This is an optimization exercise on Yosys and OpenROAD, whose aim is small area, not a production implementation.
RTL that was checked went through simulation tests only; none was proved equivalent to the original.
Function not checked in runs 3 to 5: the RTL went through the layout flow alone.

### flow/config.mk
export PLATFORM = sky130hd
export DESIGN_NAME = sme_top
export DESIGN_NICKNAME = sme_top
export VERILOG_FILES = /design/flow/design.v
export SDC_FILE = /design/flow/constraint.sdc
export NUM_CORES = 4
export LEC_CHECK = 0
export CAP_MARGIN = 20
export CORE_MARGIN = 2
export CORE_UTILIZATION = 40
export SLEW_MARGIN = 20
### flow/constraint.sdc
create_clock -name core_clock -period 8.0 [get_ports {clk}]
set_input_delay 1.6000 -clock core_clock [delete_from_list [all_inputs] [get_ports {clk}]]
set_output_delay 1.6000 -clock core_clock [all_outputs]
set_load 0.01 [all_outputs]
### flow/design.v
`timescale 1ns/10ps
package sme_pkg;
    localparam int STR_LEN = 32;
    localparam int PTN_LEN = 8;
    typedef logic [7:0] char_t;
    localparam char_t CHR_START = 8'h5E;    
    localparam char_t CHR_END   = 8'h24;    
    localparam char_t CHR_ANY   = 8'h2E;    
    localparam char_t CHR_SPACE = 8'h20;
    typedef logic [5:0] str_len_t;
    typedef logic [3:0] ptn_len_t;
    typedef logic [5:0] pos_t;
    typedef struct packed {
        char_t [STR_LEN-1:0] chars;
        str_len_t            len;
    } string_image_t;
    typedef struct packed {
        char_t [PTN_LEN-1:0] chars;
        ptn_len_t            len;
    } pattern_image_t;
    typedef struct packed {
        logic found;
        pos_t offset;
    } scan_result_t;
endpackage
`timescale 1ns/10ps
module sme_string_buffer (
    input  logic                   clk,
    input  logic                   rst_n,
    input  logic                   isstring,
    input  sme_pkg::char_t         chardata,
    output sme_pkg::string_image_t str_image
);
    logic                isstring_d;
    sme_pkg::str_len_t            len_q;
    sme_pkg::char_t [sme_pkg::STR_LEN-1:0] chars_q;
    always_ff @(posedge clk or negedge rst_n) begin
        if (!rst_n) begin
            isstring_d <= 1'b0;
        end else begin
            isstring_d <= isstring;
        end
    end
    always_ff @(posedge clk or negedge rst_n) begin
        if (!rst_n) begin
            len_q <= '0;
        end else if (isstring) begin
            if (!isstring_d) begin
                len_q <= 6'd1;
            end else begin
                len_q <= len_q + 6'd1;
            end
        end
    end
    always_ff @(posedge clk) begin
        if (isstring) begin
            if (!isstring_d) begin
                chars_q    <= '0;
                chars_q[0] <= chardata;
            end else begin
                chars_q[len_q[4:0]] <= chardata;
            end
        end
    end
    assign str_image = {chars_q, len_q};
endmodule
`timescale 1ns/10ps
module sme_pattern_buffer (
    input  logic                    clk,
    input  logic                    rst_n,
    input  logic                    ispattern,
    input  logic                    isstring,
    input  sme_pkg::char_t          chardata,
    output sme_pkg::pattern_image_t ptn_image,
    output logic                    pattern_done
);
    logic                ispattern_d;
    sme_pkg::ptn_len_t            len_q;
    sme_pkg::char_t [sme_pkg::PTN_LEN-1:0] chars_q;
    always_ff @(posedge clk or negedge rst_n) begin
        if (!rst_n) begin
            ispattern_d  <= 1'b0;
            pattern_done <= 1'b0;
            len_q        <= '0;
        end else begin
            ispattern_d  <= ispattern;
            pattern_done <= ispattern_d & ~ispattern;
            if (ispattern) begin
                len_q <= ispattern_d ? len_q + 4'd1 : 4'd1;
            end
        end
    end
    always_ff @(posedge clk) begin
        if (ispattern) begin
            if (!ispattern_d) begin
                chars_q    <= '0;
                chars_q[0] <= chardata;
            end else begin
                chars_q[len_q[2:0]] <= chardata;
            end
        end
    end
    assign ptn_image = {chars_q, len_q};
endmodule
`timescale 1ns/10ps
module sme_window_compare (
    input  sme_pkg::string_image_t  str_image,
    input  sme_pkg::pattern_image_t ptn_image,
    input  sme_pkg::pos_t           scan_offset,
    output logic                    window_hit
);
    always_comb begin
        sme_pkg::pos_t  pos;
        sme_pkg::char_t elem;
        sme_pkg::char_t ch;
        logic  is_start;
        logic  is_real;
        logic  is_end;
        logic  elem_ok;
        window_hit = 1'b1;
        for (int k = 0; k < sme_pkg::PTN_LEN; k++) begin
            pos  = scan_offset + sme_pkg::pos_t'(k);
            elem = ptn_image.chars[k];
            ch   = str_image.chars[5'(pos - 6'd1)];
            is_start = (pos == 6'd0);
            is_real  = !is_start && (pos <= str_image.len);
            is_end   = (pos == str_image.len + 6'd1);
            case (elem)
                sme_pkg::CHR_ANY:   elem_ok = is_real;
                sme_pkg::CHR_START: elem_ok = is_start || (is_real && ch == sme_pkg::CHR_SPACE);
                sme_pkg::CHR_END:   elem_ok = is_end || (is_real && ch == sme_pkg::CHR_SPACE);
                default:   elem_ok = is_real && (ch == elem);
            endcase
            if (sme_pkg::ptn_len_t'(k) < ptn_image.len) begin
                window_hit = window_hit & elem_ok;
            end
        end
    end
endmodule
`timescale 1ns/10ps
module sme_scan_control (
    input  logic                   clk,
    input  logic                   rst_n,
    input  logic                   pattern_done,
    input  sme_pkg::string_image_t str_image,
    input  logic                   window_hit,
    output sme_pkg::pos_t          scan_offset,
    output sme_pkg::scan_result_t  scan_result,
    output logic                   result_strobe
);
    localparam logic [1:0] ST_IDLE   = 2'd0;
    localparam logic [1:0] ST_SCAN   = 2'd1;
    localparam logic [1:0] ST_REPORT = 2'd2;
    logic [1:0] state;
    sme_pkg::pos_t       last_offset;
    logic       scan_stop;
    assign last_offset = str_image.len + 6'd1;
    assign scan_stop   = window_hit || (scan_offset == last_offset);
    always_ff @(posedge clk or negedge rst_n) begin
        if (!rst_n) begin
            state       <= ST_IDLE;
            scan_offset <= '0;
        end else begin
            case (state)
                ST_IDLE: begin
                    if (pattern_done) begin
                        state       <= ST_SCAN;
                        scan_offset <= '0;
                    end
                end
                ST_SCAN: begin
                    if (scan_stop) begin
                        state <= ST_REPORT;
                    end else begin
                        scan_offset <= scan_offset + 6'd1;
                    end
                end
                ST_REPORT: begin
                    state <= ST_IDLE;
                end
                default: begin
                    state <= ST_IDLE;
                end
            endcase
        end
    end
    always_ff @(posedge clk) begin
        if (state == ST_SCAN && scan_stop) begin
            scan_result.found  <= window_hit;
            scan_result.offset <= window_hit ? scan_offset : '0;
        end
    end
    assign result_strobe = (state == ST_REPORT);
endmodule
`timescale 1ns/10ps
module sme_result_out (
    input  logic                    clk,
    input  logic                    rst_n,
    input  logic                    result_strobe,
    input  sme_pkg::scan_result_t   scan_result,
    input  sme_pkg::pattern_image_t ptn_image,
    output logic                    out_valid,
    output logic                    match,
    output logic [4:0]              match_index
);
    logic anchored;
    sme_pkg::pos_t base_index;
    assign anchored   = (ptn_image.chars[0] == sme_pkg::CHR_START);
    assign base_index = anchored ? scan_result.offset : scan_result.offset - 6'd1;
    always_ff @(posedge clk or negedge rst_n) begin
        if (!rst_n) begin
            out_valid   <= 1'b0;
            match       <= 1'b0;
            match_index <= '0;
        end else if (result_strobe) begin
            out_valid   <= 1'b1;
            match       <= scan_result.found;
            match_index <= scan_result.found ? base_index[4:0] : 5'd0;
        end else begin
            out_valid <= 1'b0;
            if (out_valid) begin
                match       <= 1'b0;
                match_index <= '0;
            end
        end
    end
endmodule
`timescale 1ns/10ps
module sme_top (
    input  logic           clk,
    input  logic           rst_n,
    input  sme_pkg::char_t chardata,
    input  logic           isstring,
    input  logic           ispattern,
    output logic           out_valid,
    output logic           match,
    output logic [4:0]     match_index
);
    sme_pkg::string_image_t  str_image;
    sme_pkg::pattern_image_t ptn_image;
    logic           pattern_done;
    sme_pkg::pos_t           scan_offset;
    logic           window_hit;
    sme_pkg::scan_result_t   scan_result;
    logic           result_strobe;
    sme_string_buffer i_string_buffer (
        .clk       (clk),
        .rst_n     (rst_n),
        .isstring  (isstring),
        .chardata  (chardata),
        .str_image (str_image)
    );
    sme_pattern_buffer i_pattern_buffer (
        .clk          (clk),
        .rst_n        (rst_n),
        .ispattern    (ispattern),
        .isstring     (isstring),
        .chardata     (chardata),
        .ptn_image    (ptn_image),
        .pattern_done (pattern_done)
    );
    sme_scan_control i_scan_control (
        .clk           (clk),
        .rst_n         (rst_n),
        .pattern_done  (pattern_done),
        .str_image     (str_image),
        .window_hit    (window_hit),
        .scan_offset   (scan_offset),
        .scan_result   (scan_result),
        .result_strobe (result_strobe)
    );
    sme_window_compare i_window_compare (
        .str_image   (str_image),
        .ptn_image   (ptn_image),
        .scan_offset (scan_offset),
        .window_hit  (window_hit)
    );
    sme_result_out i_result_out (
        .clk           (clk),
        .rst_n         (rst_n),
        .result_strobe (result_strobe),
        .scan_result   (scan_result),
        .ptn_image     (ptn_image),
        .out_valid     (out_valid),
        .match         (match),
        .match_index   (match_index)
    );
endmodule
### flow/run.sh
#!/bin/bash
# synth_recipe.tcl (not shown) runs the flow's synth.tcl, then flattens the netlist and writes it again
# the make line also repeats each setting of config.mk as NAME=value (left out here)
make -C /OpenROAD-flow-scripts/flow DESIGN_CONFIG=/design/flow/config.mk WORK_HOME=/design/flow/orfs CLKGATE_MAP_FILE= SYNTH_SCRIPT=/design/flow/synth_recipe.tcl finish
==> notes.md, run 1 <==
The run finished with no timing, DRC or antenna violations. The pre-antenna-repair detailed-routing pass consisted of 5 iterations. Setup repair after global routing left no endpoint under its margin. Ratio of cells with drive above 1 in the final layout: 0.156. The number of gates resized after CTS was 0. The tools report the number of setup buffers added after CTS as 0. The global placement routability congestion is 1.09. The highest achievable clock rate is 139 MHz, and the worst hold path cell count is 2. The logs give 790 ps for the slack of the worst reg-to-reg path and 82800 sq um for the die outline area.

The number of antenna violations at the first check in global routing was 5. The relative slew slack was 0.156; the via count normalized by instance count was 6.53. 0 antenna diodes ended up in the layout. The share of synthesized flip-flops with an asynchronous set or reset is 0.0791. The startpoint identified for the worst hold timing path is i_result_out.match_index[4]. For the worst flop-to-flop path, the logic depth is 14. Summing all placed instances gives a cell area of 33400 sq um. The half-perimeter wire length after detailed placement was 100 mm; the clock latency on the worst-skew pair was 600 ps.

In this run the standard cell core region covers 80200 sq um. The number of remaining DRC errors came out at 0. The required time of the worst setup path was 8210 ps; the initial standard-cell utilization of the core was 0.402. TritonCTS built the clock tree.

In the layout the commonest cells are mux2i_1, nor2_1, edfxtp_1. In this run, synthesis inferred 326 flip-flops with an integrated enable. Count of input and output buffers: 18.

The first global-routing pass estimated 186 mm of wire. In this run, synthesis produced a sequential element count of 354. Layout overhead on the synthesized area: 7.69%. Setup violations remaining at the end of the flow were counted as 0. For the sequential share of the synthesized area, the log shows 0.326. The tools report the global route total overflow as 0. The clock drives 354 sinks. The worst-path maximum fanout was 43. Buffers inserted during clock tree synthesis total 42. The tools report the terminus of the critical flop-to-flop path as i_scan_control.scan_result[6]. The number of pins exceeding their max-slew limit in the final report is 0, and the post-synthesis area per instance is 10.3 sq um. From left edge to right edge, the die measures 288 um. The post-route minimum period was 7210 ps; the cell area after synthesis was 32200 sq um. The tools report the root buffer cell as clkbuf_16. The logs give 26900 for the via count and 3543 for the violation count after the first detailed-route iteration. The worst hold path terminates at i_result_out.match_index[4]. Hold repair after CTS inserted 0 buffers.

The run gives 0.312 as the global router's overall resource usage. In this run the count of I/O pins placed on the die edge is 19. The worst setup path is captured at a flip-flop.

The logs give 3101 for the final layout net count and 7770 for the fill cell total of the finished layout. For the pin with the worst max-slew slack, the measured transition is 1260 ps. After detailed routing, the average wire length per cell comes to 31.9 um. The final period utilization is 0.902, and the buffer depth of the longest clock path is 3.

The die is 288 um tall. Timing analysis after detailed placement gives a worst setup slack of 1010 ps. When the netlist entered floorplanning its net count stood at 3201.

The critical path in this run is classified as reg2reg. Data arrives at the worst endpoint at 7430 ps. The worst path meets setup with 787 ps of slack. Clock skew on the completed layout was measured at 23.5 ps. The most used flip-flop cell after synthesis is edfxtp_1.

For the cell row count, the log shows 104. Yosys synthesis warning count: 5. After clock tree synthesis, the clock-pin slew on the worst setup and hold paths is 60 ps. For this block, the routed nets add up to 131 mm of wire. The cell count after synthesis came out at 3121. The final hold violation count is 0. Number of global-route vias before repair: 24800. The area of all placed cells without fillers was 34700 sq um. The accumulated negative setup slack is 0 ps.

The worst flop-to-flop path startpoint was i_scan_control.scan_offset[1]. The library cell used most frequently in the layout, excluding fill and tap cells, is mux2i_1. The synthesized netlist contains 96 unique library cells. For the number of levels the H-tree was split into, the log shows 2. The worst setup path is launched from a flip-flop.

The count of nets left with antenna violations once routing finished came out at 0. The maximum number of pins on one net before global-route repair was 115. The run gives 0 as the max-capacitance violation count. The path class of the tightest hold or removal check is reg2reg.
[worst max path at each step]
stage	from	end	slack [ps]	cells after the start
global placement	i_scan_control.scan_offset[1]	i_scan_control.scan_result[2]	1080	14
floorplan	i_scan_control.scan_offset[0]	i_scan_control.scan_result[0]	1240	23
global route	i_scan_control.scan_offset[1]	i_scan_control.scan_result[4]	510	14
finish	i_scan_control.scan_offset[1]	i_scan_control.scan_result[6]	790	14
CTS	i_scan_control.scan_offset[1]	i_scan_control.scan_result[4]	980	14
detailed placement	i_scan_control.scan_offset[1]	i_scan_control.scan_result[1]	1010	14
[area by class of cell]
cell class / instances / area, sq um / share of cell area
clock buffer: 55 / 1120 / 0.0323
clock inverter: 22 / 210 / 0.00606
inverter: 53 / 214 / 0.00617
multi-input combinational: 2477 / 20500 / 0.592
sequential: 354 / 10500 / 0.303
tap: 1060 / 1330 / 0.0382
timing repair buffer: 93 / 791 / 0.0228
[worst max-delay path, cell delays in order, from the launching register on]
cell and delay [ps]:
dfrtp_1 700, inv_1 410, ha_4 870, buf_4 700, mux2i_1 200, mux2i_1 480
mux2_2 250, nor3_1 50, nor4_1 1000, xnor2_1 200, nand4_1 120, o211a_1 250
o31a_1 390, o31a_1 490, nor3_1 590
[stage by stage]
step           utilization  instances  hold WS (ps)
2_1_floorplan            -       3121           449
5_1_grt              0.433       4114           505
4_1_cts              0.433       4114           485
3_5_place_dp         0.416       4037           473
3_3_place_gp         0.416       4037           462
6_report             0.433       4114           474
[layer usage]
metal  global-route usage  wire length, um  vias to the layer above
li1                     -                -                    11600
met1                0.424            53600                    13400
met2                0.469            57200                     1518
met3               0.0583            12000                      301
met4                0.171             8570                        4
met5                    0               30                        -
[Yosys cell counts, drive strengths merged (15+ instances only)]
| cell | instances | area (sq um) |
|---|---|---|
| and2 | 16 | 100 |
| a22oi | 57 | 428 |
| nor4 | 23 | 144 |
| nor3 | 56 | 280 |
| xor2 | 43 | 403 |
| a21oi | 80 | 415 |
| nor3b | 23 | 173 |
| dfrtp | 28 | 701 |
| and3 | 18 | 113 |
| nand4 | 36 | 225 |
| nand2 | 245 | 922 |
| mux2 | 104 | 1170 |
| edfxtp | 326 | 9790 |
| inv | 52 | 203 |
| mux2i | 506 | 5060 |
| clkbuf | 127 | 477 |
| nor2b | 35 | 219 |
| nand2b | 17 | 106 |
| ha | 68 | 851 |
| nor2 | 435 | 1640 |
| a211oi | 25 | 188 |
| nand3 | 68 | 340 |
| o22ai | 15 | 93.8 |
| mux4 | 182 | 4100 |
| a31oi | 17 | 106 |
| buf | 110 | 627 |
| o21ai | 83 | 415 |
| xnor2 | 114 | 1110 |
[cell families (layout without fill, tap and decap cells)]
kind of cell / Yosys count / after routing / share of synthesized area
AOI/OAI and AO/OA: 434 / 434 / 0.0937
adders and majority gates: 68 / 68 / 0.0264
DFF: 354 / 354 / 0.326
muxes: 792 / 792 / 0.321
buffers and inverters: 290 / 223 / 0.0407
and+or+nand+nor: 1026 / 1026 / 0.146
xor gates and xnor gates: 157 / 157 / 0.0471
[sequential cells by signal, summed over array words and instances (netlist names)]
signal / cells
i_string_buffer.chars_q: 256
i_string_buffer.isstring_d: 1
i_pattern_buffer.pattern_done: 1
i_result_out.out_valid: 1
i_pattern_buffer.chars_q: 64
i_result_out.match_index: 5
i_scan_control.state: 2
i_pattern_buffer.ispattern_d: 1
i_scan_control.scan_offset: 6
i_pattern_buffer.len_q: 4
i_string_buffer.len_q: 6
i_result_out.match: 1
i_scan_control.scan_result: 6
==> run 2, diff against run 1 <==
==> flow/design.v (replaced) <==
`timescale 1ns/10ps
module sme_top (
    input  logic       clk,
    input  logic       rst_n,
    input  logic [7:0] chardata,
    input  logic       isstring,
    input  logic       ispattern,
    output logic       out_valid,
    output logic       match,
    output logic [4:0] match_index
);
    localparam logic [7:0] CHR_START = 8'h5E;    
    localparam logic [7:0] CHR_END   = 8'h24;    
    localparam logic [7:0] CHR_ANY   = 8'h2E;    
    localparam logic [7:0] CHR_SPACE = 8'h20;
    localparam logic [1:0] ST_IDLE = 2'd0;
    localparam logic [1:0] ST_WAIT = 2'd1;
    localparam logic [1:0] ST_SCAN = 2'd2;
    localparam logic [1:0] ST_END  = 2'd3;
    logic isstring_d;
    logic ispattern_d;
    logic sstart;
    logic pstart;
    logic pend;
    always_ff @(posedge clk) begin
        isstring_d <= isstring;
    end
    always_ff @(posedge clk or negedge rst_n) begin
        if (!rst_n) ispattern_d <= 1'b0;
        else        ispattern_d <= ispattern;
    end
    assign sstart = isstring & ~isstring_d;
    assign pstart = ispattern & ~ispattern_d;
    assign pend   = ispattern_d & ~ispattern;
    logic [255:0] sring;     
    logic [4:0]   ph;        
    logic [4:0]   lm1;       
    logic [7:0]   ch;
    always_ff @(posedge clk) begin
        sring <= {(isstring ? chardata : sring[7:0]), sring[255:8]};
        ph    <= sstart ? 5'd1 : ph + 5'd1;
        if (isstring) lm1 <= isstring_d ? ph : 5'd0;
    end
    assign ch = sring[7:0];
    logic [63:0] pring;      
    logic [7:0]  first;
    logic [7:0]  last;
    logic        anch;       
    logic        caret_only; 
    logic [4:0]  dcnt;       
    logic        in_caret;
    assign in_caret = (chardata == CHR_START);
    always_ff @(posedge clk) begin
        pring <= {(ispattern ? chardata : pring[7:0]), pring[63:8]};
        first <= {(ispattern ? pstart : first[0]), first[7:1] & {7{~pstart}}};
        last  <= {(ispattern | last[0]), last[7:1] & {7{~ispattern}}};
        if (pstart)    anch       <= in_caret;
        if (ispattern) caret_only <= pstart & in_caret;
        if (pstart)          dcnt <= ph + 5'd1;
        else if (!ispattern) dcnt <= dcnt + 5'd1;
    end
    logic       sp;
    logic       ph0;
    logic [7:0] rst_q;       
    logic [7:0] r_next;
    logic [7:0] dol;
    logic       full;
    logic       end_hit;
    assign sp  = (ch == CHR_SPACE);
    assign ph0 = (ph == 5'd0);
    always_comb begin
        for (int i = 0; i < 8; i++) begin
            logic [7:0] e;
            logic       m;
            logic       chain;
            e = pring[8*i +: 8];
            if (e == CHR_ANY)                        m = 1'b1;
            else if (e == CHR_START || e == CHR_END) m = sp;
            else                                     m = (e == ch);
            dol[i]    = (e == CHR_END);
            chain     = ph0 ? (first[(i + 7) % 8] & anch) : rst_q[i];
            r_next[i] = (first[i] | chain) & m;
        end
    end
    always_ff @(posedge clk) begin
        rst_q <= r_next;
    end
    assign full    = |(last & r_next);
    assign end_hit = |(last & (first | rst_q) & dol);
    logic [1:0] state;
    logic       go;
    logic       scanning;
    logic       hit;
    logic       lastc;
    logic       result_now;
    logic       result_hit;
    logic [4:0] idx;
    assign go       = (state == ST_WAIT) || (state == ST_IDLE && pend);
    assign scanning = (state == ST_SCAN) || (go && ph0);
    assign hit      = full | caret_only;
    assign lastc    = (ph == lm1);
    assign result_now = (scanning && hit) || (state == ST_END);
    assign result_hit = scanning ? hit : end_hit;
    assign idx        = dcnt + {4'd0, anch & ~caret_only};
    always_ff @(posedge clk or negedge rst_n) begin
        if (!rst_n) begin
            state <= ST_IDLE;
        end else if (scanning) begin
            state <= hit ? ST_IDLE : (lastc ? ST_END : ST_SCAN);
        end else if (go) begin
            state <= ST_WAIT;
        end else begin
            state <= ST_IDLE;
        end
    end
    always_ff @(posedge clk or negedge rst_n) begin
        if (!rst_n) begin
            out_valid   <= 1'b0;
            match       <= 1'b0;
            match_index <= '0;
        end else begin
            out_valid   <= result_now;
            match       <= result_now & result_hit;
            match_index <= (result_now & result_hit) ? idx : 5'd0;
        end
    end
endmodule
==> run 2 against run 1 <==
Largest cell class is now sequential cells. Flip-flop and latch count rose by 18. Routed wire length fell by 87%. Via count fell by 80%. Hold slack got worse by 150 ps. Still clean. Cell area fell by 66%. Critical path depth fell by 6. Count of clock-buffer cells in the layout fell by 3. Clock skew fell by 13 ps.
==> notes.md, run 2 <==
The buffer and inverter count on the worst path was 1 (-1); the routed wire length per instance was 15.3 um (-52%). The max-capacitance violation count was 0 (unchanged); the number of antenna violations at the first check in global routing was 0 (-5). The mux share of post-synthesis cell area was 0.0200 (-0.301). The clock buffer count from CTS was 36 (-14%); the number of enable-type register cells in the synthesized netlist was 12 (-96%). For the global route total overflow, the log shows 0 (unchanged).

The critical path goes through nor4b_1 -> nand2_1 -> or3_1 -> a311oi_1 -> a2111o_1 -> o31ai_4 -> inv_2 -> and2_1. The largest clock skew in the final design is 10.2 ps (-13.3 ps). Sorting the synthesized cells by how often they occur yields dfxtp_1, xor2_1, nor2_1. The antenna violation net count after detailed routing was 0 (unchanged); the clock transition at the registers of the reported paths was 60 ps (about the same). In this run the clock root is driven by a clkbuf_16. The tightest min-delay check is of the reg2reg type. For the utilization after layout, the log shows 0.473 (+0.0405). The total area of multi-input combinational cells is 2420 sq um (-88%), and the number of levels the H-tree was split into is 2 (unchanged).

The wire length of the first global-routing pass is 27.8 mm (-85%), and the number of buffers inserted for hold repair after clock tree synthesis is 0 (unchanged). Post-route minimum period: 3080 ps (-4140 ps). The fill cell total of the finished layout was 2254 (-71%).

The area inside the core boundary was 25000 sq um (-69%); the clock latency on the worst-skew pair was 520 ps (-80 ps). The post-detailed-routing wire length is 17.0 mm (-87%). By startpoint and endpoint, the worst setup path is classified as reg2reg. STA classifies the critical path startpoint as a flip-flop.

The compound-cell area share of the yosys netlist was 0.0496 (-0.0441). The cell family contributing the most delay on the critical path is simple AND/OR/NAND/NOR gates. The number of pins exceeding their max-slew limit in the final report came out at 0 (unchanged). The tools report the number of remaining DRC errors as 0 (unchanged). Relative to the synthesized area, the layout overhead comes to 16.6%.

The share of synthesized cell area in full adder, half adder and majority cells is 0.00616 (-0.0203). Yosys attributes the largest share of cell area to dfxtp_1, xor2_1, edfxtp_1, dfrtp_1, mux2_2. Most used flip-flop cell after synthesis: dfxtp_1.

Number of gates resized after CTS: 0 (unchanged). TritonCTS built the clock tree. Post-synthesis area per instance: 14.1 sq um (+37%). The xor/xnor cell area share of the yosys netlist works out to 0.0672 (+0.0201).

The total nets after synthesis was 736 (-77%); the number of setup buffers added after CTS was 0 (unchanged). The half-perimeter wire length after detailed placement was 10.8 mm (-89%); the number of unique standard cell types used by synthesis was 56 (-42%). The buffer depth of the longest clock path was 3 (unchanged); the count of boundary I/O pins was 19 (unchanged).

Die width: 163 um (-43%). In the final layout, the registers with the most flip-flops are sring (256), pring (64). The post-synthesis simple-gate area fraction works out to 0.0943 (-0.0513). The run gives 0.810 (-25%) as the global placement routability congestion. The number of register bits inferred by synthesis works out to 372 (+5.1%).

The relative slew slack was 0.320 (+0.164). Setup repair after global routing left no endpoint under its margin. Highest achievable clock rate: 325 MHz (+130%). The top cell type by total area after synthesis was dfxtp_1. The maximum cell stage delay along the critical path works out to 820 ps (-180 ps).

The run gives 5 (unchanged) as the first-pass detailed-route iteration total. The cell with the largest stage delay on the worst path was dfxtp_1. The cell area after synthesis came out at 10200 sq um (-68%).

The die outline area was 26700 sq um (-68%). Flip-flop count of the largest register after layout: 256 (unchanged). The die height was 163 um (-43%); the post-synthesis instance total was 719 (-77%). The count of input and output buffers came out at 18 (unchanged). The via count was 5256 (-80%). The violation count after the first detailed-route iteration came out at 329 (-91%).

The run gives 0.406 (+0.00388) as the initial standard-cell utilization of the core. For the number of sinks on the clock net, the log shows 372 (+5.1%). The run gives 1 (-4) as the yosys synthesis warning count.

The leading cell type in the layout, fill and taps excluded was dfxtp_1. The flow ran to the end and the layout has no timing, DRC or antenna violations. After synthesis, the largest family of logic cells by area is simple AND/OR/NAND/NOR gates. For the global router's overall resource usage, the log shows 0.135 (-0.177). Via count normalized by instance count: 4.71 (-28%). The most frequently used cell type in the post-synthesis netlist was dfxtp_1. The sequential share of the synthesized area came out at 0.750 (+0.424).

The final hold violation count is 0 (unchanged), and the ratio of cells with drive above 1 in the final layout is 0.112 (-0.0439). The worst-path maximum fanout is 10 (-77%). The maximum number of pins on one net before global-route repair is 23 (-80%).

The top cell type's share of synthesized area came out at 0.690 (+0.386). The kind of capture point of the worst setup path was a flip-flop. Final period utilization: 0.384 (-0.517). More flip-flops sit in one register than any other, and that register is sring. The logs give 3520 ps (-3910 ps) for the arrival time of the worst setup path and 0 ps (unchanged) for the accumulated negative setup slack. The library cells used most frequently in the layout, excluding fill and tap cells, are dfxtp_1, xor2_1, clkbuf_16.

The footprint of the flip-flops and latches is 7620 sq um (-27%), and the cell row count is 58 (-44%). The required time of the worst setup path was 8450 ps (+240 ps). The number of global-route vias before repair is 5155 (-79%), and the count of antenna diodes in the layout is 0 (unchanged). The final count of negative-setup-slack endpoints was 0 (unchanged).

Final layout net count: 777 (-75%). The share of synthesized flip-flops with an asynchronous set or reset was 0.0269 (-0.0522). The slew at the pin with the worst max-slew slack was 1020 ps (-240 ps).
run 2: changes by cell type after synthesis, sizes merged, moves of 74 or more:
| cell | delta |
|---|---|
| mux4 | -182 |
| xnor2 | -107 |
| nor2 | -412 |
| nand2 | -232 |
| edfxtp | -314 |
| buf | -100 |
| mux2 | -86 |
| clkbuf | -121 |
| o21ai | -74 |
| mux2i | -506 |
| dfxtp | +350 |
| a21oi | -78 |
run 2: area by class of cell:
class,count,share of cell area
sequential,372,0.643
multi-input combinational,319,0.204
clock buffer,52,0.0879
tap,330,0.0348
timing repair buffer,19,0.0158
clock inverter,12,0.0108
inverter,12,0.00380
run 2: path summary, 6_finish.rpt:
path                       slack [ps]       start  cells after the start              to
setup reg to reg                 4920    sring[5]                      8  match_index[1]
hold / removal                    320  sring[178]                      0      sring[170]
min in group asynchronous        1400       rst_n                      1           match
max in group asynchronous        6300       rst_n                      1  match_index[3]
hold reg to reg                   320  sring[178]                      0      sring[170]
setup / recovery                 4920    sring[5]                      8  match_index[1]
run 2: cell families (layout without fill, tap and decap cells):
family                   count (synthesis)  in the layout
flip-flops                             372            372
AND/OR/NAND/NOR                        154            154
AO/OA/AOI/OAI                           64             64
XOR/XNOR                                78             78
buffers and inverters                   28             95
multiplexers                            18             18
adder cells (fa/ha/maj)                  5              5
run 2: metrics by stage:
stage          instance area [sq um]  setup slack, ps  hold slack, ps  instances
4_1_cts                        11800             4900             323       1116
6_report                       11800             4920             322       1116
5_1_grt                        11800             4770             325       1116
2_1_floorplan                  10200             5260             310        719
3_5_place_dp                   10700             4610             312       1052
3_3_place_gp                   10700             4660             310       1052
run 2: metal layers:
metal	GRT usage	wire length, um	vias to the layer above
met5	0	0	-
met4	0.0539	431	0
met3	0.0269	794	37
met2	0.191	7100	115
met1	0.200	8710	2541
li1	-	-	2563
run 2: worst reg2reg max path, stage by stage, from the launching register on:
cell and delay, ps:
dfxtp_1 820, nor4b_1 310, nand2_1 400, or3_1 540, a311oi_1 380, a2111o_1 260, o31ai_4 110, inv_2 80
and2_1 130
==> run 3, diff against run 2 <==
--- a/flow/design.v
+++ b/flow/design.v
@@ -44,28 +44,39 @@
     assign ch = sring[7:0];
     logic [63:0] pring;      
+    logic [2:0]  rotl;       
+    logic [2:0]  rotf;       
     logic [7:0]  first;
     logic [7:0]  last;
-    logic        anch;       
+    logic        anch;
+    logic        lastdol;
     logic        caret_only; 
     logic [4:0]  dcnt;       
     logic        in_caret;
+    logic        in_dol;
+    logic [7:0]  in_elem;
     assign in_caret = (chardata == CHR_START);
+    assign in_dol   = (chardata == CHR_END);
+    assign in_elem  = (in_caret | in_dol) ? CHR_SPACE : chardata;
     always_ff @(posedge clk) begin
-        pring <= {(ispattern ? chardata : pring[7:0]), pring[63:8]};
-        first <= {(ispattern ? pstart : first[0]), first[7:1] & {7{~pstart}}};
-        last  <= {(ispattern | last[0]), last[7:1] & {7{~ispattern}}};
+        pring <= {(ispattern ? in_elem : pring[7:0]), pring[63:8]};
+        rotl  <= ispattern ? 3'd0 : rotl + 3'd1;
+        rotf  <= pstart    ? 3'd0 : rotf + 3'd1;
         if (pstart)    anch       <= in_caret;
+        if (ispattern) lastdol    <= in_dol;
         if (ispattern) caret_only <= pstart & in_caret;
         if (pstart)          dcnt <= ph + 5'd1;
         else if (!ispattern) dcnt <= dcnt + 5'd1;
     end
-    logic       sp;
+    always_comb begin
+        for (int i = 0; i < 8; i++) begin
+            first[i] = (rotf == 3'(7 - i));
+            last[i]  = (rotl == 3'(7 - i));
+        end
+    end
     logic       ph0;
     logic [7:0] rst_q;       
     logic [7:0] r_next;
-    logic [7:0] dol;
     logic       full;
     logic       end_hit;
-    assign sp  = (ch == CHR_SPACE);
     assign ph0 = (ph == 5'd0);
     always_comb begin
@@ -74,9 +85,6 @@
             logic       m;
             logic       chain;
-            e = pring[8*i +: 8];
-            if (e == CHR_ANY)                        m = 1'b1;
-            else if (e == CHR_START || e == CHR_END) m = sp;
-            else                                     m = (e == ch);
-            dol[i]    = (e == CHR_END);
+            e         = pring[8*i +: 8];
+            m         = (e == CHR_ANY) || (e == ch);
             chain     = ph0 ? (first[(i + 7) % 8] & anch) : rst_q[i];
             r_next[i] = (first[i] | chain) & m;
@@ -87,5 +95,5 @@
     end
     assign full    = |(last & r_next);
-    assign end_hit = |(last & (first | rst_q) & dol);
+    assign end_hit = lastdol & (|(last & (first | rst_q)));
     logic [1:0] state;
     logic       go;
--- a/flow/config.mk
+++ b/flow/config.mk
@@ -6,6 +6,10 @@
 export NUM_CORES = 4
 export LEC_CHECK = 0
+export ABC_AREA = 1
 export CAP_MARGIN = 20
 export CORE_MARGIN = 2
-export CORE_UTILIZATION = 40
+export CORE_UTILIZATION = 70
+export CTS_BUF_LIST = sky130_fd_sc_hd__clkbuf_8
+export CTS_CLUSTER_DIAMETER = 50
+export CTS_CLUSTER_SIZE = 20
 export SLEW_MARGIN = 20
==> run 3 against run 2 <==
Still clean. Critical path depth fell by 2. Count of clock-buffer cells in the layout decreased by 25. Synthesized cell count up 18%. Die area is 43% lower. Hold slack better by 5.6 ps. Cell area shrank 9.3%. Sequential share of layout area grew 5.0 points. Critical endpoint is now dcnt[1].
==> notes.md, run 3 <==
The flow ran to the end and the layout has no timing, DRC or antenna violations. The run gives 4700 ps (-221 ps) as the worst setup slack after layout. The worst-path maximum fanout was 17 (+7); the met1 routed wirelength after detailed routing was 7.28 mm (-16%). The ratio of cells with drive above 1 in the final layout is 0.0539 (-0.0580), and the yosys synthesis warning count is 1 (unchanged). The max-capacitance violation count was 0 (unchanged). Yosys instantiated no cell more often than dfxtp_1.

Number of gates resized after CTS: 0 (unchanged). The logs give 0 (unchanged) for the final hold violation count and 1 (+1) for the number of antenna violations at the first check in global routing. In the final layout, the registers with the most flip-flops are sring (256), pring (64), rst_q (8). The count of input and output buffers was 18 (unchanged); the half-perimeter wire length after detailed placement was 10.8 mm (about the same).

Top cell type by total area after synthesis: dfxtp_1. Number of buffers inserted for hold repair after clock tree synthesis: 0 (unchanged). The commonest cells after synthesis are dfxtp_1, nand2_1, inv_1. TritonCTS built the clock tree.

Post-route minimum period: 3300 ps (+221 ps). Setup repair after global routing left no endpoint under its margin. The terminus of the critical flop-to-flop path was match. The clock latency on the worst-skew pair was 560 ps (+40 ps); the wire length of the first global-routing pass was 25.7 mm (-7.5%). For the number of remaining DRC errors, the log shows 0 (unchanged). The final period utilization was 0.412 (+0.0276); the routed wire length per instance was 14.7 um (-3.4%). The area of all placed cells without fillers is 10700 sq um (-9.3%), and the number of enable-type register cells in the synthesized netlist is 13 (+1). The required time of the worst setup path is 8290 ps (-160 ps), and the post-detailed-routing wire length is 15.8 mm (-7.4%). The number of sinks on the clock net came out at 363 (-2.4%). The slew at the pin with the worst max-slew slack was 762 ps (-256 ps); the accumulated negative setup slack was 0 ps (unchanged).

Final worst hold slack: 328 ps (+5.61 ps). The logs give 367 (+12%) for the violation count after the first detailed-route iteration and 870 (-61%) for the fill cell total of the finished layout. The die height is 123 um (-24%).

The tools report the total nets after synthesis as 877 (+19%). The maximum number of pins on one net before global-route repair was 24 (+4.3%); the length in cells of the worst reg-to-reg path was 12 (+4). The worst slack at placement is 4180 ps (-432 ps). The number of setup buffers added after CTS was 0 (unchanged); the post-synthesis simple-gate area fraction was 0.115 (+0.0209). The compound-cell area share of the yosys netlist is 0.0272 (-0.0224). The mux share of post-synthesis cell area was 0 (-0.0200). The logs give 0 (unchanged) for the count of antenna diodes in the layout and 24 (-33%) for the clock buffer count from CTS.

The length of routed met3 wiring was 661 um (-17%); the share of synthesized cell area in full adder, half adder and majority cells was 0.0213 (+0.0152). The tools report the final layout net count as 909 (+17%). From synthesis to final layout, the design area changed by 7.70%.

The logs give 5369 (+2.1%) for the via count and 848 (+18%) for the post-synthesis instance total. The global route total overflow came out at 0 (unchanged). Initial standard-cell utilization of the core: 0.718 (+0.313). The global router's overall resource usage came out at 0.218 (+0.0834). The die width was 123 um (-24%); the xor/xnor cell area share of the yosys netlist was 0.0492 (-0.0181). Routed signal wires occupy layers up through met5.

The via count normalized by instance count is 5.02 (+6.5%). For the number of unique standard cell types used by synthesis, the log shows 32 (-43%). The number of levels the H-tree was split into is 1 (-1). Slack of the worst reg-to-reg path: 5810 ps (+890 ps).

Among all flip-flop cells after synthesis, the most frequent one is dfxtp_1. STA classifies the critical path endpoint as a flip-flop. The run gives 43 (-26%) as the cell row count. Sink of the worst hold path: sring[223].

The tools report the worst flop-to-flop path startpoint as ph[0]. The number of global-route vias before repair is 5452 (+5.8%), and the final count of negative-setup-slack endpoints is 0 (unchanged). The run gives 9970 sq um (-1.8%) as the cell area after synthesis. The dominant combinational cell family by area after synthesis was simple AND/OR/NAND/NOR gates. The tools report the placed instance area as 10300 sq um (-3.6%). Clock tree synthesis selected as its root buffer the cell clkbuf_8.

The logs give 7.42 mm (+4.5%) for the met2 wire length and 5 (unchanged) for the first-pass detailed-route iteration total. The antenna violation net count after detailed routing was 0 (unchanged); the flip-flop count of the largest register after layout was 256 (unchanged). The worst setup path is launched from an input port.

The highest achievable clock rate was 303 MHz (-6.7%). The clock transition at the registers of the reported paths is 110 ps (+50 ps), and the arrival time of the worst setup path is 3590 ps (+70 ps). Worst min-delay path category: reg2reg. Yosys attributes the largest share of cell area to dfxtp_1, nand2_1, xnor2_1, edfxtp_1, inv_1. The tools report the global placement routability congestion as 0.879 (+8.5%). sring holds more flip-flops than any other register. Leading cell type in the layout, fill and taps excluded: dfxtp_1. The largest clock skew in the final design was 18.3 ps (+8.16 ps); the worst hold path cell count was 0 (unchanged).

The post-synthesis area per instance is 11.8 sq um (-17%). The sequential share of the synthesized area came out at 0.747 (-0.00314). The critical path start-end classification was in2reg. The tools report the die outline area as 15200 sq um (-43%). In the layout the commonest cells are dfxtp_1, nand2_1, inv_1.

The share of synthesized flip-flops with an asynchronous set or reset is 0.0275 (+0.000666), and the number of pins exceeding their max-slew limit in the final report is 0 (unchanged). The relative slew slack is 0.490 (+0.171), and the count of boundary I/O pins is 19 (unchanged). The run gives 13900 sq um (-45%) as the area inside the core boundary. The top cell type's share of synthesized area is 0.682 (-0.00727), and the buffer depth of the longest clock path is 3 (unchanged).

Number of register bits inferred by synthesis: 363 (-2.4%). The startpoint identified for the worst hold timing path is sring[231].
-- run 3: cell count changes in the layout (fill, tap and decap cells not counted), moves of 12 or more --
cell,delta
nor3b_1,-18
nand2_1,+146
clkbuf_8,+19
inv_1,+73
xnor2_1,+42
xor2_1,-64
clkbuf_16,-36
nor2_1,+22
o21ai_0,+16
nand3_1,+18
mux2_2,-18
ha_1,+12
-- run 3: area by class of cell --
class / count / area [sq um] / share of cell area
Clock inverter: 9 / 77.6 / 0.00722
Timing Repair Buffer: 18 / 180 / 0.0168
Inverter: 84 / 315 / 0.0294
Clock buffer: 27 / 372 / 0.0346
Multi-Input combinational cell: 389 / 2120 / 0.198
Sequential cell: 363 / 7450 / 0.693
Tap cell: 180 / 225 / 0.0210
-- run 3: worst max path at each step --
stage / startpoint / end / slack, ps / depth (start not counted)
6_report: ispattern / dcnt[1] / 4700 / 6
2_1_floorplan: ispattern / dcnt[2] / 5470 / 5
3_5_place_dp: ispattern / dcnt[2] / 4180 / 6
4_1_cts: ispattern / dcnt[2] / 4750 / 6
5_1_grt: ispattern / dcnt[2] / 4500 / 6
3_3_place_gp: ispattern / dcnt[3] / 4290 / 6
-- run 3: stage by stage --
step	utilization	std cells
floorplan	-	848
CTS	0.774	1070
finish	0.774	1070
detailed placement	0.741	1034
global route	0.774	1070
global placement	0.741	1034
-- run 3: cells by family after synthesis --
family	after synthesis
buffers and inverters	96
adders and majority gates	17
and+or+nand+nor	269
AOI/OAI and AO/OA	47
xor gates and xnor gates	56
DFF	363
-- run 3: metal layers --
layer,vias up,GRT usage
met5,-,0
met3,43,0.0401
met4,2,0.0732
met2,134,0.366
li1,2677,-
met1,2513,0.286
-- run 3: critical path: stages --
cell and delay (ps):
clkdlybuf4s50_1 860, inv_2 200, nor2_1 510, inv_1 230, nand2_1 110, o21ai_0 80
==> run 4, diff against run 3 <==
--- a/flow/config.mk
+++ b/flow/config.mk
@@ -6,5 +6,5 @@
 export NUM_CORES = 4
 export LEC_CHECK = 0
-export ABC_AREA = 1
+export ABC_AREA = 0
 export CAP_MARGIN = 20
 export CORE_MARGIN = 2
==> run 4 against run 3 <==
Count of clock-buffer cells in the layout fell by 2. Clock skew up 4.0 ps. Flip-flop and latch count stayed put. Highest routed layer is now met4.
==> notes.md, run 4 <==
The die height is 122 um (-1.2%). Setup repair after global routing left no endpoint under its margin. The number of buffers inserted for hold repair after clock tree synthesis was 0 (unchanged). The post-detailed-routing wire length is 15.1 mm (-4.4%). Yosys instantiated no cell more often than dfxtp_1. Root buffer cell: clkbuf_8. The global router's overall resource usage is 0.210 (-0.00763), and the post-synthesis area per instance is 14.2 sq um (+21%). The number of enable-type register cells in the synthesized netlist is 13 (unchanged). Number of gates resized after CTS: 0 (unchanged). The arrival time of the worst setup path came out at 3610 ps (+20 ps).

The most used flip-flop cell after synthesis is dfxtp_1. The number of global-route vias before repair is 4831 (-11%). The tools report the die outline area as 14800 sq um (-2.5%).

The tools report the highest achievable clock rate as 312 MHz (+2.9%). The top cell type by total area after synthesis was dfxtp_1. By count the netlist is led by dfxtp_1, xor2_1, xnor2_1. The clock latency on the worst-skew pair came out at 550 ps (about the same). The tools report the area of all placed cells without fillers as 10500 sq um (-2.1%). The global placement routability congestion is 0.873 (-0.65%), and the global route total overflow is 0 (unchanged). In the final layout, the registers with the most flip-flops are sring (256), pring (64), rst_q (8). The maximum number of pins on one net before global-route repair is 24 (unchanged), and the layout overhead on the synthesized area is 8.20%.

The flip-flop count of the largest register after layout is 256 (unchanged), and the number of sinks on the clock net is 363 (unchanged). The number of levels the H-tree was split into came out at 1 (unchanged). The tools report the sequential share of the synthesized area as 0.766 (+0.0196). The clock buffer count from CTS is 24 (unchanged), and the count of antenna diodes in the layout is 0 (unchanged).

The worst setup path is of the in2reg kind. The via count normalized by instance count was 5.20 (+3.7%). The accumulated negative setup slack came out at 0 ps (unchanged).

The final hold violation count was 0 (unchanged). The worst setup slack after layout was 4800 ps (+93.9 ps). The antenna violation net count after detailed routing is 0 (unchanged).

The cell area after synthesis is 9720 sq um (-2.6%), and the number of remaining DRC errors is 0 (unchanged). Violation count after the first detailed-route iteration: 269 (-27%). For the number of setup buffers added after CTS, the log shows 0 (unchanged). Ratio of cells with drive above 1 in the final layout: 0.0778 (+0.0238).

The library cells used most frequently in the layout, excluding fill and tap cells, are dfxtp_1, xor2_1, xnor2_1. The placed instance area is 10000 sq um (-2.5%). The slew at the pin with the worst max-slew slack was 858 ps (+95.5 ps); the post-synthesis instance total was 683 (-19%). The run gives 0 (-1) as the number of antenna violations at the first check in global routing.

Max-capacitance violation count: 0 (unchanged). The die width was 122 um (-1.2%); the count of input and output buffers was 18 (unchanged). For the relative slew slack, the log shows 0.427 (-0.0639). The first-pass detailed-route iteration total is 4 (-1).

The logs give 48 (+50%) for the number of unique standard cell types used by synthesis and 738 (-19%) for the final layout net count. The tools report the required time of the worst setup path as 8410 ps (+120 ps). The tools report the area inside the core boundary as 13700 sq um (-1.2%).

The number of pins exceeding their max-slew limit in the final report is 0 (unchanged), and the number of register bits inferred by synthesis is 363 (unchanged). For the buffer depth of the longest clock path, the log shows 3 (unchanged). The leading cell type in the layout, fill and taps excluded is dfxtp_1. The half-perimeter wire length after detailed placement came out at 10.1 mm (-6.6%). Ranked by total cell area, the synthesized netlist is headed by dfxtp_1, edfxtp_1, xor2_1, xnor2_1, dfrtp_1. The total nets after synthesis was 712 (-19%).

The kind of capture point of the worst setup path is a flip-flop. The top cell type's share of synthesized area is 0.700 (+0.0179). The run finished with no timing, DRC or antenna violations.

The via count is 4681 (-13%), and the final period utilization is 0.400 (-0.0117). The wire length of the first global-routing pass was 24.1 mm (-6.2%). The tools report the largest clock skew in the final design as 22.4 ps (+4.05 ps). The worst-path maximum fanout was 23 (+6); the final count of negative-setup-slack endpoints was 0 (unchanged).

The run gives 0.766 (-0.00740) as the utilization after layout. The tightest min-delay check is of the reg2reg type. The count of boundary I/O pins is 19 (unchanged), and the worst slack at placement is 4260 ps (+85.3 ps). The clock transition at the registers of the reported paths works out to 120 ps (about the same). The worst setup path is launched from an input port.

The share of synthesized flip-flops with an asynchronous set or reset is 0.0275 (unchanged), and the post-route minimum period is 3200 ps (-93.9 ps). The routed wire length per instance came out at 16.7 um (+14%). TritonCTS built the clock tree. Register name with the most flops: sring. The cell row count was 43 (unchanged).

The initial standard-cell utilization of the core came out at 0.708 (-0.0102). Yosys synthesis warning count: 1 (unchanged).
[run 4: cell types whose count changed in the layout (fill, tap and decap cells not counted), moves of 10 or more]
| cell | before | now |
|---|---|---|
| nand2_1 | 159 | 24 |
| inv_1 | 84 | 20 |
| xor2_1 | 7 | 40 |
| nor2_1 | 45 | 18 |
| nand3_1 | 24 | 9 |
| o21ai_0 | 25 | 10 |
| xnor2_1 | 49 | 38 |
| mux2_2 | 0 | 10 |
[run 4: cell families after synthesis]
| kind of cell | count (synthesis) | synth area share |
|---|---|---|
| AO/OA/AOI/OAI | 50 | 0.0335 |
| XOR/XNOR | 78 | 0.0703 |
| adder cells (fa/ha/maj) | 17 | 0.0219 |
| buffers and inverters | 36 | 0.0165 |
| flip-flops | 363 | 0.766 |
| multiplexers | 11 | 0.0126 |
| AND/OR/NAND/NOR | 128 | 0.0789 |
[run 4: cell type report]
type | count | area [sq um]
sequential | 363 | 7450
fill | 848 | 3200
multi-input combinational | 284 | 2110
clock buffer | 25 | 344
tap | 180 | 225
timing repair buffer | 18 | 180
clock inverter | 12 | 140
inverter | 18 | 67.6
[run 4: metrics by stage]
step	cells	hold WS (ps)
6_report	900	326
5_1_grt	900	327
4_1_cts	900	328
3_5_place_dp	863	312
3_3_place_gp	863	310
2_1_floorplan	683	310
[run 4: worst paths after layout]
kind	from	end	slack, ps	cells past startpoint
hold / removal	sring[23]	sring[15]	330	0
hold reg to reg	sring[23]	sring[15]	330	0
max in group asynchronous	rst_n	out_valid	6350	1
setup reg to reg	ph[0]	match_index[1]	5070	8
setup / recovery	ispattern	match_index[1]	4800	6
min in group asynchronous	rst_n	state[0]	1350	1
[run 4: metal layers]
layer  track usage  vias to the layer above  wire (um)
met2         0.335                       93       7020
met3        0.0389                       27        665
met5             0                        -          0
li1              -                     2312          -
met1         0.293                     2249       7040
met4        0.0726                        0        345
[run 4: critical path: stages]
cell and delay (ps):
clkdlybuf4s50_1 1030, nor2b_1 160, o21ai_0 280, mux2i_1 130
o21ai_1 230, a21boi_0 170
==> run 5, diff against run 4 <==
==> flow/config.mk (replaced) <==
export PLATFORM = sky130hd
export DESIGN_NAME = sme_top
export DESIGN_NICKNAME = sme_top
export VERILOG_FILES = /design/flow/design.v
export SDC_FILE = /design/flow/constraint.sdc
export NUM_CORES = 4
export LEC_CHECK = 0
export ABC_AREA = 1
export CAP_MARGIN = 20
export CORE_MARGIN = 2
export CORE_UTILIZATION = 70
export CTS_BUF_LIST = sky130_fd_sc_hd__clkbuf_16
export CTS_CLUSTER_DIAMETER = 60
export CTS_CLUSTER_SIZE = 30
export SLEW_MARGIN = 20
==> run 5 against run 4 <==
Still clean. First-iteration DRC count rose by 55%. Maximum frequency is 5.2% lower. Die area rose by 2.5%. Flip-flop and latch count did not move. Critical path type unchanged. Highest routed layer unchanged.
==> notes.md, run 5 <==
The flow ran to the end and the layout has no timing, DRC or antenna violations. The antenna violation net count after detailed routing is 0 (unchanged), and the number of antenna violations at the first check in global routing is 1 (+1). The most used flip-flop cell after synthesis is dfxtp_1. The violation count after the first detailed-route iteration is 416 (+55%).

The final layout net count came out at 902 (+22%). The top cell type's share of synthesized area was 0.682 (-0.0179). The clock latency on the worst-skew pair came out at 500 ps (-50 ps). Worst min-delay path category: reg2reg. The initial standard-cell utilization of the core came out at 0.718 (+0.0102). The endpoint identified for the worst register-to-register timing path is match. The via count came out at 5323 (+14%). The routed wire length per instance was 15.1 um (-10%); the length in cells of the worst reg-to-reg path was 12 (+4). The area inside the core boundary was 13900 sq um (+1.2%); the number of buffers inserted for hold repair after clock tree synthesis was 0 (unchanged). The flip-flop count of the largest register after layout was 256 (unchanged); the largest clock skew in the final design was 21.8 ps (-0.604 ps).

The post-synthesis area per instance came out at 11.8 sq um (-17%). TritonCTS built the clock tree. The mux share of post-synthesis cell area works out to 0 (-0.0126). The run gives 19 (unchanged) as the count of boundary I/O pins. The run gives 32 (-33%) as the number of unique standard cell types used by synthesis. The share of synthesized flip-flops with an asynchronous set or reset works out to 0.0275 (unchanged). Yosys synthesis warning count: 1 (unchanged). The wire length of the first global-routing pass was 26.0 mm (+7.8%); the slew at the pin with the worst max-slew slack was 751 ps (-106 ps).

The max-capacitance violation count came out at 0 (unchanged). The required time of the worst setup path is 8240 ps (-170 ps). The maximum cell stage delay along the critical path was 880 ps (-150 ps). The worst setup path is launched from an input port. The post-detailed-routing wire length was 15.9 mm (+5.7%); the cell row count was 43 (unchanged). The via count normalized by instance count works out to 5.04 (-3.2%). The number of register bits inferred by synthesis came out at 363 (unchanged). Worst setup path endpoint: dcnt[3]. For the half-perimeter wire length after detailed placement, the log shows 10.8 mm (+7.0%). The largest registers in the layout are sring (256), pring (64), rst_q (8). The count of antenna diodes in the layout is 0 (unchanged). The kind of capture point of the worst setup path is a flip-flop.

The total nets after synthesis was 877 (+23%). The logs give 0.498 (+0.0710) for the relative slew slack and 5810 ps (+740 ps) for the slack of the worst reg-to-reg path. The number of cells in the finished layout apart from fillers is 1057 (+17%). The buffer depth of the longest clock path is 3 (unchanged). For this design, the slowest cell found on the critical path is clkdlybuf4s50_1. The number of pins exceeding their max-slew limit in the final report is 0 (unchanged). The worst-path maximum fanout was 17 (-26%). The critical path goes through clkdlybuf4s50_1 -> inv_2 -> nor2_1 -> inv_1 -> nand2_1 -> o21ai_0. The tools report the number of gates resized after CTS as 0 (unchanged).

The run gives 9970 sq um (+2.6%) as the cell area after synthesis. Root buffer cell: clkbuf_16. The maximum number of pins on one net before global-route repair was 32 (+33%).

After synthesis, the largest family of logic cells by area is simple AND/OR/NAND/NOR gates. The synthesized design spends more area on one cell type than any other, namely dfxtp_1. Die outline area: 15200 sq um (+2.5%). Number of levels the H-tree was split into: 1 (unchanged). Leaving out fill and tap cells, the most frequent cells in the layout are dfxtp_1, nand2_1, inv_1.

The highest achievable clock rate was 296 MHz (-5.2%); the final period utilization was 0.422 (+0.0218). The accumulated negative setup slack is 0 ps (unchanged), and the final count of negative-setup-slack endpoints is 0 (unchanged). By count the netlist is led by dfxtp_1, nand2_1, inv_1.

The register with the most flip-flops in the final layout is sring. The number of enable-type register cells in the synthesized netlist is 13 (unchanged). The post-route minimum period is 3380 ps (+175 ps), and the layout overhead on the synthesized area is 8.22% (about the same).

Number of setup buffers added after CTS: 0 (unchanged). The tools report the number of global-route vias before repair as 5445 (+13%). For the number of sinks on the clock net, the log shows 363 (unchanged). Global placement routability congestion: 0.879 (+0.65%). The arrival time of the worst setup path was 3620 ps (about the same). The clock buffer count from CTS was 17 (-29%).

The critical path start-end classification was in2reg. By instance count, the leading cell after synthesis is dfxtp_1. The placed instance area was 10300 sq um (+2.6%); the die height was 123 um (+1.3%).

Die width: 123 um (+1.3%). The tools report the global router's overall resource usage as 0.222 (+0.0113). The logs give 0 (unchanged) for the final hold violation count and 1034 (+20%) for the total instance count after detailed placement.

The post-synthesis simple-gate area fraction came out at 0.115 (+0.0364). The run gives 0.747 (-0.0196) as the sequential share of the synthesized area.

Start point of the critical path: ispattern. The clock transition at the registers of the reported paths is 110 ps (about the same).

Setup repair after global routing left no endpoint under its margin.

Worst flop-to-flop path startpoint: ph[0]. The share of synthesized cell area in full adder, half adder and majority cells is 0.0213 (-0.000560). The compound-cell area share of the yosys netlist came out at 0.0272 (-0.00625). The tools report the number of remaining DRC errors as 0 (unchanged). Count of input and output buffers: 18 (unchanged). The first-pass detailed-route iteration total was 5 (+1); the post-synthesis instance total was 848 (+24%).

The ratio of cells with drive above 1 in the final layout works out to 0.0399 (-0.0379). The library cell used most frequently in the layout, excluding fill and tap cells, is dfxtp_1. The xor/xnor cell area share of the yosys netlist is 0.0492 (-0.0211). Sorting the synthesized cells by area gives the leading types as dfxtp_1, nand2_1, xnor2_1, edfxtp_1, inv_1.

The global route total overflow was 0 (unchanged); the area of all placed cells without fillers was 10800 sq um (+2.6%).
[run 5: changes by cell type in the layout (fill, tap and decap cells not counted), moves of 17 or more]
cell	before	now
clkbuf_16	0	17
inv_1	20	84
nor2_1	18	45
nand2_1	24	159
xor2_1	40	7
clkbuf_8	25	0
[run 5: final cells by class]
class	count	area (sq um)
Sequential cell	363	7450
Tap cell	180	225
Timing Repair Buffer	18	180
Fill cell	841	3090
Multi-Input combinational cell	389	2120
Clock buffer	17	425
Clock inverter	6	75.1
Inverter	84	315
[run 5: how the worst min path moves through the flow]
stage               startpoint  slack [ps]    endpoint  cells after the start
detailed placement  sring[172]         310  sring[164]                      0
global placement    sring[221]         310  sring[213]                      0
floorplan             sring[8]         310    sring[0]                      0
CTS                 sring[241]         320  sring[233]                      0
global route        sring[205]         330  sring[197]                      0
finish              sring[241]         320  sring[233]                      0
[run 5: kinds of logic (layout without fill, tap and decap cells)]
group                      count (synthesis)  in the layout
adders and majority gates                 17             17
and+or+nand+nor                          269            269
AOI/OAI and AO/OA                         47             47
xor gates and xnor gates                  56             56
buffers and inverters                     96            125
DFF                                      363            363
[run 5: routing by layer]
layer  GRT usage  wire [um]  part of all wire
met5           0          0                 0
met4      0.0746        428             0.027
met3      0.0397        894             0.056
met2       0.374       7600              0.48
met1       0.290       7010              0.44
[run 5: critical path, delay by kind of cell]
| kind | cells | cell delay, ps |
|---|---|---|
| buf+inv | 3 | 1310 |
| compound gates | 1 | 90 |
| simple gates | 2 | 620 |
[run 5: per-stage QoR]
stage | hold slack [ps] | utilization | worst slack [ps]
final | 320 | 0.778 | 4620
after global routing | 325 | 0.778 | 4430
after CTS | 325 | 0.778 | 4680
after detailed placement | 312 | 0.741 | 4180
after global placement | 310 | 0.741 | 4290
after floorplan | 310 | - | 5470
==> run 6, diff against run 5 <==
--- a/flow/design.v
+++ b/flow/design.v
@@ -35,10 +35,10 @@
     logic [255:0] sring;     
     logic [4:0]   ph;        
-    logic [4:0]   lm1;       
+    logic [4:0]   rem;       
     logic [7:0]   ch;
     always_ff @(posedge clk) begin
         sring <= {(isstring ? chardata : sring[7:0]), sring[255:8]};
         ph    <= sstart ? 5'd1 : ph + 5'd1;
-        if (isstring) lm1 <= isstring_d ? ph : 5'd0;
+        rem   <= isstring ? 5'd31 : rem - 5'd1;
     end
     assign ch = sring[7:0];
@@ -52,4 +52,6 @@
     logic        caret_only; 
     logic [4:0]  dcnt;       
+    logic        dinc;
+    logic        result_now;
     logic        in_caret;
     logic        in_dol;
@@ -64,8 +66,8 @@
         if (pstart)    anch       <= in_caret;
         if (ispattern) lastdol    <= in_dol;
-        if (ispattern) caret_only <= pstart & in_caret;
-        if (pstart)          dcnt <= ph + 5'd1;
-        else if (!ispattern) dcnt <= dcnt + 5'd1;
+        dcnt  <= pstart ? ph + 5'd1 : dcnt + {4'd0, dinc};
     end
+    assign dinc = ispattern ? (rotf == 3'd0) & anch : ~result_now;
+    assign caret_only = anch & (rotf == rotl);
     always_comb begin
         for (int i = 0; i < 8; i++) begin
@@ -101,14 +103,11 @@
     logic       hit;
     logic       lastc;
-    logic       result_now;
     logic       result_hit;
-    logic [4:0] idx;
     assign go       = (state == ST_WAIT) || (state == ST_IDLE && pend);
     assign scanning = (state == ST_SCAN) || (go && ph0);
     assign hit      = full | caret_only;
-    assign lastc    = (ph == lm1);
+    assign lastc    = (rem == 5'd0);
     assign result_now = (scanning && hit) || (state == ST_END);
     assign result_hit = scanning ? hit : end_hit;
-    assign idx        = dcnt + {4'd0, anch & ~caret_only};
     always_ff @(posedge clk or negedge rst_n) begin
         if (!rst_n) begin
@@ -124,12 +123,11 @@
     always_ff @(posedge clk or negedge rst_n) begin
         if (!rst_n) begin
-            out_valid   <= 1'b0;
-            match       <= 1'b0;
-            match_index <= '0;
+            out_valid <= 1'b0;
+            match     <= 1'b0;
         end else begin
-            out_valid   <= result_now;
-            match       <= result_now & result_hit;
-            match_index <= (result_now & result_hit) ? idx : 5'd0;
+            out_valid <= result_now;
+            match     <= result_now & result_hit;
         end
     end
+    assign match_index = dcnt & {5{match}};
 endmodule
==> flow/flow/run.sh (new file) <==
#!/bin/bash
# The standard layout with two changed knobs: smaller port buffers and a
# clock tree without dummy loads. Each tool's output goes to its own log.
set -euo pipefail
export BUFFER_PORTS_ARGS="-buffer_cell sky130_fd_sc_hd__buf_1"
export CTS_ARGS="-sink_clustering_enable -repair_clock_nets -sink_clustering_size 20 -sink_clustering_max_diameter 50 -buf_list sky130_fd_sc_hd__clkbuf_8 -dont_use_dummy_load"
bash standard.sh > standard_make.log 2>&1
==> flow/standard.sh (new file) <==
#!/bin/bash
# synth_recipe.tcl (not shown) runs the flow's synth.tcl, then flattens the netlist and writes it again
# the make line also repeats each setting of config.mk as NAME=value (left out here)
make -C /OpenROAD-flow-scripts/flow DESIGN_CONFIG=/design/flow/config.mk WORK_HOME=/design/flow/orfs CLKGATE_MAP_FILE= SYNTH_SCRIPT=/design/flow/synth_recipe.tcl "${@:-finish}"
==> flow/config.mk (replaced) <==
export PLATFORM = sky130hd
export DESIGN_NAME = sme_top
export DESIGN_NICKNAME = sme_top
export VERILOG_FILES = /design/flow/design.v
export SDC_FILE = /design/flow/constraint.sdc
export NUM_CORES = 4
export LEC_CHECK = 0
export ABC_AREA = 0
export CAP_MARGIN = 20
export CORE_MARGIN = 2
export CORE_UTILIZATION = 70
export CTS_BUF_LIST = sky130_fd_sc_hd__clkbuf_8
export CTS_CLUSTER_DIAMETER = 50
export CTS_CLUSTER_SIZE = 20
export SLEW_MARGIN = 20
removed: flow/run.sh
==> run 6 against run 5 <==
Maximum frequency fell by 5.5%. Register-to-register slack got worse by 1200 ps. Utilization fell by 2.2 points. Synthesized cell count fell by 21%. Non-clock buffer count did not move. Largest cell class unchanged. Highest routed layer unchanged.
==> notes.md, run 6 <==
The area inside the core boundary came out at 13200 sq um (-5.0%). The number of antenna violations at the first check in global routing was 0 (-1). The startpoint type of the worst setup path was an input port.

The slew at the pin with the worst max-slew slack came out at 896 ps (+145 ps). By instance count, the leading cell after synthesis is dfxtp_1. The flip-flop count of the largest register after layout was 256 (unchanged); the die outline area was 14400 sq um (-5.3%).

The most used flip-flop cell after synthesis is dfxtp_1. The cell row count is 42 (-2.3%). The fill cell total of the finished layout was 809 (-3.8%). The number of buffers inserted for hold repair after clock tree synthesis is 0 (unchanged).

The ratio of cells with drive above 1 in the final layout is 0.0662 (+0.0263). The run gives 0 (unchanged) as the final hold violation count. The number of levels the H-tree was split into was 1 (unchanged); the clock buffer count from CTS was 24 (+7). The tools report the max-capacitance violation count as 0 (unchanged). For the final layout net count, the log shows 726 (-20%).

By startpoint and endpoint, the worst setup path is classified as in2reg. The number of gates resized after CTS was 0 (unchanged); the via count normalized by instance count was 5.28 (+4.9%). STA classifies the critical path endpoint as a flip-flop.

The run gives 21 (-34%) as the maximum number of pins on one net before global-route repair. The library cell used most frequently in the layout, excluding fill and tap cells, is dfxtp_1. The layout overhead on the synthesized area came out at 5.79%. The utilization after layout is 0.756 (-0.0216), and the clock latency on the worst-skew pair is 530 ps (+30 ps).

In the final layout, the registers with the most flip-flops are sring (256), pring (64), rst_q (8). Top cell type by total area after synthesis: dfxtp_1. The path class of the tightest hold or removal check is reg2reg. For the post-detailed-routing wire length, the log shows 14.8 mm (-6.9%). The post-route minimum period was 3570 ps (+198 ps); the violation count after the first detailed-route iteration was 211 (-49%). The global route total overflow is 0 (unchanged), and the largest clock skew in the final design is 55.8 ps (+34.0 ps). The highest achievable clock rate is 280 MHz (-5.5%). Relative slew slack: 0.387 (-0.111). Number of remaining DRC errors: 0 (unchanged). The number of unique standard cell types used by synthesis is 51 (+59%).

Share of synthesized flip-flops with an asynchronous set or reset: 0.0140 (-0.0135). The accumulated negative setup slack is 0 ps (unchanged). The logs give 0 (unchanged) for the antenna violation net count after detailed routing and 0.214 (-0.00742) for the global router's overall resource usage. The run gives 3 (unchanged) as the buffer depth of the longest clock path. For the number of pins exceeding their max-slew limit in the final report, the log shows 0 (unchanged).

Setup repair after global routing left no endpoint under its margin. The routed wire length per instance is 17.0 um (+13%). Leaving out fill and tap cells, the most frequent cells in the layout are dfxtp_1, xnor2_1, nand2_1, clkbuf_8, xor2_1.

In the synthesized netlist, the cells that appear most often are dfxtp_1, xnor2_1, nand2_1. The total nets after synthesis is 698 (-20%), and the count of boundary I/O pins is 19 (unchanged).

The clock transition at the registers of the reported paths works out to 110 ps (about the same). The run finished with no timing, DRC or antenna violations. The cell area after synthesis is 9430 sq um (-5.5%). The yosys synthesis warning count is 1 (unchanged).

Yosys attributes the largest share of cell area to dfxtp_1, xnor2_1, ha_1, xor2_1, dfrtp_1. For the first-pass detailed-route iteration total, the log shows 4 (-1). The footprint of the flip-flops and latches was 7190 sq um (-3.4%). The logs give 8380 ps (+140 ps) for the required time of the worst setup path and 0 (unchanged) for the count of antenna diodes in the layout. The number of setup buffers added after CTS is 0 (unchanged), and the worst-path maximum fanout is 20 (+3). The global placement routability congestion is 0.898 (+2.2%), and the final period utilization is 0.447 (+0.0247). Post-synthesis area per instance: 14.1 sq um (+20%).
==> run 6: final timing paths <==
kind | cells after the start | end | slack [ps] | from
max in group asynchronous | 1 | match | 6800 | rst_n
min | 0 | sring[236] | 270 | sring[244]
min in group asynchronous | 1 | state[0] | 940 | rst_n
min reg2reg | 0 | sring[236] | 270 | sring[244]
max reg2reg | 13 | dcnt[4] | 4570 | ph[0]
max | 13 | dcnt[4] | 4430 | ispattern
==> run 6: through the flow <==
stage          area [sq um]  hold slack, ps  setup slack, ps  instances
2_1_floorplan          9430             310             4710        669
3_3_place_gp           9630             310             4120        847
3_5_place_dp           9640             312             3990        847
4_1_cts                9970             271             4480        871
5_1_grt                9970             271             4200        871
6_report               9970             267             4430        871
==> run 6: final cells by class <==
cell class,count,area share
sequential,357,0.721
multi-input combinational,280,0.211
clock buffer,24,0.0331
tap,176,0.0221
timing repair buffer,18,0.00678
inverter,16,0.00602
==> run 6: routing by layer <==
layer	routed length (um)	vias up	track usage
li1	-	2256	-
met1	6960	2224	0.299
met2	6970	99	0.347
met3	635	21	0.0413
met4	270	0	0.0566
met5	0	-	0
==> run 6: kinds of logic after synthesis <==
kind of cell,count (synthesis),synth area share
AOI/OAI and AO/OA,55,0.0418
DFF,357,0.763
muxes,10,0.0119
xor gates and xnor gates,74,0.0688
buffers and inverters,32,0.0147
and+or+nand+nor,124,0.0771
adders and majority gates,17,0.0226
==> run 6: critical path, stage by stage <==
cell and delay [ps]:
buf_1 580, inv_1 240, a21oi_1 270, o21bai_1 140, nor2_1 110, a21oi_1 50
o31ai_1 110, ha_1 230, ha_1 210, nand3_1 100, xnor2_1 140, nand2_1 60
o21ai_0 100

-- what the ideal ports hide --
How much do the figures lean on ideal ports? The routed layouts below were timed once more, with nothing changed but the port constraints. Step 1, drivers: a clkbuf_16 drives clk and a buf_2 each remaining input, both assumed. Step 2, shift: input delay + t, output delay - t, t = (earliest + latest rising clock arrival at the registers) / 2. This alone moves slack from input paths to output paths. a / b / c = ideal ports / drivers / drivers and shift; a / b = the first two.
| run | shift t [ns] | setup WS [ns] | latest minus earliest clock arrival (ns) | worst register clock-pin slew, ns | worst slew at a driven data input, ns |
|---|---|---|---|---|---|
| run 1 | 0.652 | 0.787 / 0.787 / 0.787 | 0.034 / 0.034 | 0.07 / 0.07 | 0.05 |
| run 2 | 0.559 | 4.925 / 4.925 / 4.614 | 0.011 / 0.011 | 0.06 / 0.06 | 0.03 |
| run 3 | 0.582 | 4.703 / 4.720 / 4.138 | 0.022 / 0.022 | 0.11 / 0.11 | 0.04 |
| run 4 | 0.581 | 4.797 / 4.810 / 4.230 | 0.022 / 0.023 | 0.12 / 0.12 | 0.04 |
| run 5 | 0.530 | 4.623 / 4.643 / 4.114 | 0.023 / 0.023 | 0.11 / 0.11 | 0.04 |
| run 6 | 0.543 | 4.425 / 4.426 / 3.883 | 0.060 / 0.060 | 0.11 / 0.11 | 0.03 |
After both steps every run listed still meets setup and hold. The setup slack of run 4, which loses most, moves by +0.013 ns with the drivers and by -0.567 ns with both steps.
